From an optimization exercise on the open Yosys and OpenROAD flow, aimed at small area, a short achievable clock period and few clock cycles per item; shortcuts taken in it are not production practice. Function was checked by simulation only, so behaviour that the tests miss may differ from the original. Power figures rest on the tool's default switching activity, not on a simulated workload.

## round_robin_task_scheduler_top
module round_robin_task_scheduler_top #(
    parameter int MAX_TASKS = 16
) (
    input  logic                  clk,
    input  logic                  rst_n,
    input  logic                  cmd_valid,
    output logic                  cmd_ready,
    input  logic [1:0]            cmd_op,
    input  logic [rrts_pkg::TASK_ID_W-1:0]  cmd_task_id,
    input  logic [rrts_pkg::SLEEP_MS_W-1:0] cmd_sleep_ms,
    output logic                  res_valid,
    input  logic                  res_ready,
    output logic [rrts_pkg::TASK_ID_W-1:0]  res_running_task,
    output logic                  res_idle,
    input  logic                  cfg_valid,
    output logic                  cfg_ready,
    input  logic [rrts_pkg::TICK_MS_W-1:0]  cfg_ms_per_tick
);
Size: about 5600 cells after synthesis, ~930 flip-flops, ~60 I/O pins, about 44000 sq um of cells after synthesis.
==> flow/config.mk <==
export PLATFORM = sky130hd
export DESIGN_NAME = round_robin_task_scheduler_top
export DESIGN_NICKNAME = round_robin_task_scheduler_top
export VERILOG_FILES = /design/flow/design.v
export SDC_FILE = /design/flow/constraint.sdc
export NUM_CORES = 4
export LEC_CHECK = 0
export ABC_AREA = 1
export CAP_MARGIN = 20
export CORE_MARGIN = 2
export CORE_UTILIZATION = 45
export CTS_CLUSTER_DIAMETER = 60
export CTS_CLUSTER_SIZE = 24
export PLACE_DENSITY = 0.65
export SETUP_SLACK_MARGIN = 3.9
export SLEW_MARGIN = 20
==> flow/constraint.sdc <==
create_clock -name core_clock -period 6.5 [get_ports {clk}]
set_input_delay 1.3000 -clock core_clock [delete_from_list [all_inputs] [get_ports {clk}]]
set_output_delay 1.3000 -clock core_clock [all_outputs]
set_load 0.01 [all_outputs]
run.sh (not shown) runs the stock make flow with config.mk's settings and CLKGATE_MAP_FILE= SYNTH_SCRIPT=/design/flow/synth_recipe.tcl, a recipe that flattens the netlist after the stock synthesis.
Testbench counts at the start, summed over its fixed seeds: cycles 13,116, items 12,800.
Change:
--- a/flow/design.v
+++ b/flow/design.v
@@ -213,23 +213,23 @@
             e3_due[d] = e2_le[d + 1] && ((d == 0) || !e2_le[d]);
         end
     end
     assign e3_ca  = e3_c[e2_t];
     assign e3_cb  = e3_c[e2_t + 2'd1];
     assign e3_da  = e3_due[e2_t];
     assign e3_db  = e3_due[e2_t + 2'd1];
     assign e2_cnt = tk ? e3_cb : e3_ca;
     assign e2_due = tk ? e3_db : e3_da;
     assign ms_le1  = a_le1;
     assign wpos    = run_id - ph - 4'd2;
-    assign dl_new  = elapsed + a_ms;
+    assign dl_new  = add_ms(elapsed, a_ms, 1'b0);
     always_comb
     begin
         for (int i = 0; i < N; i++)
         begin
             e1_oh[i] = (e2_id == 4'(i));
         end
     end
     assign e2_we = {N{e2_v}} & e1_oh & slp & ~(wake & {N{tk}});
     assign amb_n = ({N{cfg_chg}} & slp)
                  | (slp & ~ex & ~e2_we & (tk ? c_two : c_one));
     logic [4:0]     res_new;
@@ -280,23 +280,22 @@
         if (!rst_n)
         begin
             a_valid <= 1'b0;
             rdy     <= '0;
             slp     <= '0;
             run_oh  <= '0;
             run_id  <= '0;
             ph      <= '0;
             mpt     <= rrts_pkg::MS_PER_TICK_RESET;
             mul3    <= KW'(3 * rrts_pkg::MS_PER_TICK_RESET);
             cfg_chg <= 1'b0;
-            elapsed <= '0;
             amb_q   <= 1'b0;
             e1_v    <= 1'b0;
             e2_v    <= 1'b0;
             w_v     <= 1'b0;
             f_v0    <= 1'b0;
             f_v1    <= 1'b0;
             cmd_rdy_q <= 1'b1;
             fire_q  <= 1'b0;
             a_hold_q <= 1'b0;
             tk_q    <= 1'b0;
             sp_q    <= 1'b0;
@@ -310,26 +309,22 @@
             a_valid <= a_valid_n;
             rdy     <= rdy_n;
             slp     <= slp_n;
             rdy_nz  <= (rdy_n != '0);
             if (rot)
             begin
                 run_oh <= head;
                 run_id <= head_id;
             end
             idle_q  <= idle_n;
             ph <= ph + 4'd1;
-            if (tk)
-            begin
-                elapsed <= elapsed + MW'(mpt);
-            end
             cfg_chg <= cfg_valid && (cfg_ms_per_tick != mpt);
             if (cfg_valid)
             begin
                 mpt  <= cfg_ms_per_tick;
                 mul3 <= (KW'(cfg_ms_per_tick) << 1) + KW'(cfg_ms_per_tick);
             end
             amb_q <= |amb_n;
             e1_v  <= sleep_ok || (slp[ph] && !(tk && wake[ph]) && !(w_v && w_pos == 4'd15));
             w_v   <= sleep_ok;
             e2_v  <= e1_v;
             f_v0  <= f_v0_n;
@@ -348,22 +343,26 @@
         if (!a_hold_q)
         begin
             a_tick  <= (cmd_op == rrts_pkg::CMD_TICK);
             a_spawn <= (cmd_op == rrts_pkg::CMD_SPAWN);
             a_yield <= (cmd_op == rrts_pkg::CMD_YIELD);
             a_sleep <= (cmd_op == rrts_pkg::CMD_SLEEP);
             a_le1   <= (cmd_sleep_ms[MW-1:TW] == '0) && (cmd_sleep_ms[TW-1:0] <= mpt);
             a_le2   <= (cmd_sleep_ms[MW-1:TW+1] == '0) && (cmd_sleep_ms[TW:0] <= {mpt, 1'b0});
             a_id <= cmd_task_id;
             a_ms <= cmd_sleep_ms;
         end
+        if (tk)
+        begin
+            elapsed <= add_ms(elapsed, MW'(mpt), 1'b0);
+        end
         e1_t <= tk;
         e2_t  <= {1'b0, e1_t} + {1'b0, tk};
         e2_id <= e1_id;
         e2_le <= {le4, le3, le2, le1};
         if (sleep_ok)
         begin
             e1_id  <= run_id;
             e1_hi0 <= (a_ms[MW-1:KW] == '0);
             e1_lo  <= a_ms[KW-1:0];
         end
         else
=> Flip-flop and latch count stays the same. Final area is lower by 1.1%. Die area shrinks by 1.3%. Final cell count went down by 1.9%. Sequential share of layout area goes up by 0.77 points. Power falls by 3.8%. Via count goes down by 1.9%. Setup slack gets worse by 120 ps. Maximum frequency is lower by 4.1%. Synthesized cell count goes down by 2.6%. Area after synthesis came out lower by 1.4%. Routed wire length goes down by 4.4%.
Testbench counts after the change, summed over its fixed seeds: cycles 13,116, items 12,800.

## afterwards: timing with drivers on the ports
Ports are ideal in the flow. The routed layouts listed here were re-timed in OpenROAD. Step 1, drivers: a clkbuf_16 drives clk and a buf_2 each remaining input, both assumed. Step 2 times the ports against the registers' clock, not the clock port: input delays grow and output delays shrink by t, the midpoint of the rising clock arrivals with the driver on. Three values: ideal, step 1, step 2; two values: the first two.
run	t (ns)	setup WS [ns]	pins driven straight from the clock port
the first run	0.726	3.797 / 3.728 / 3.309	1
the second run	0.720	3.681 / 3.615 / 3.253	1
After both steps every run listed still meets setup and hold. The setup slack of the first run, which loses most, moves by -0.069 ns with the drivers and by -0.488 ns with both steps.
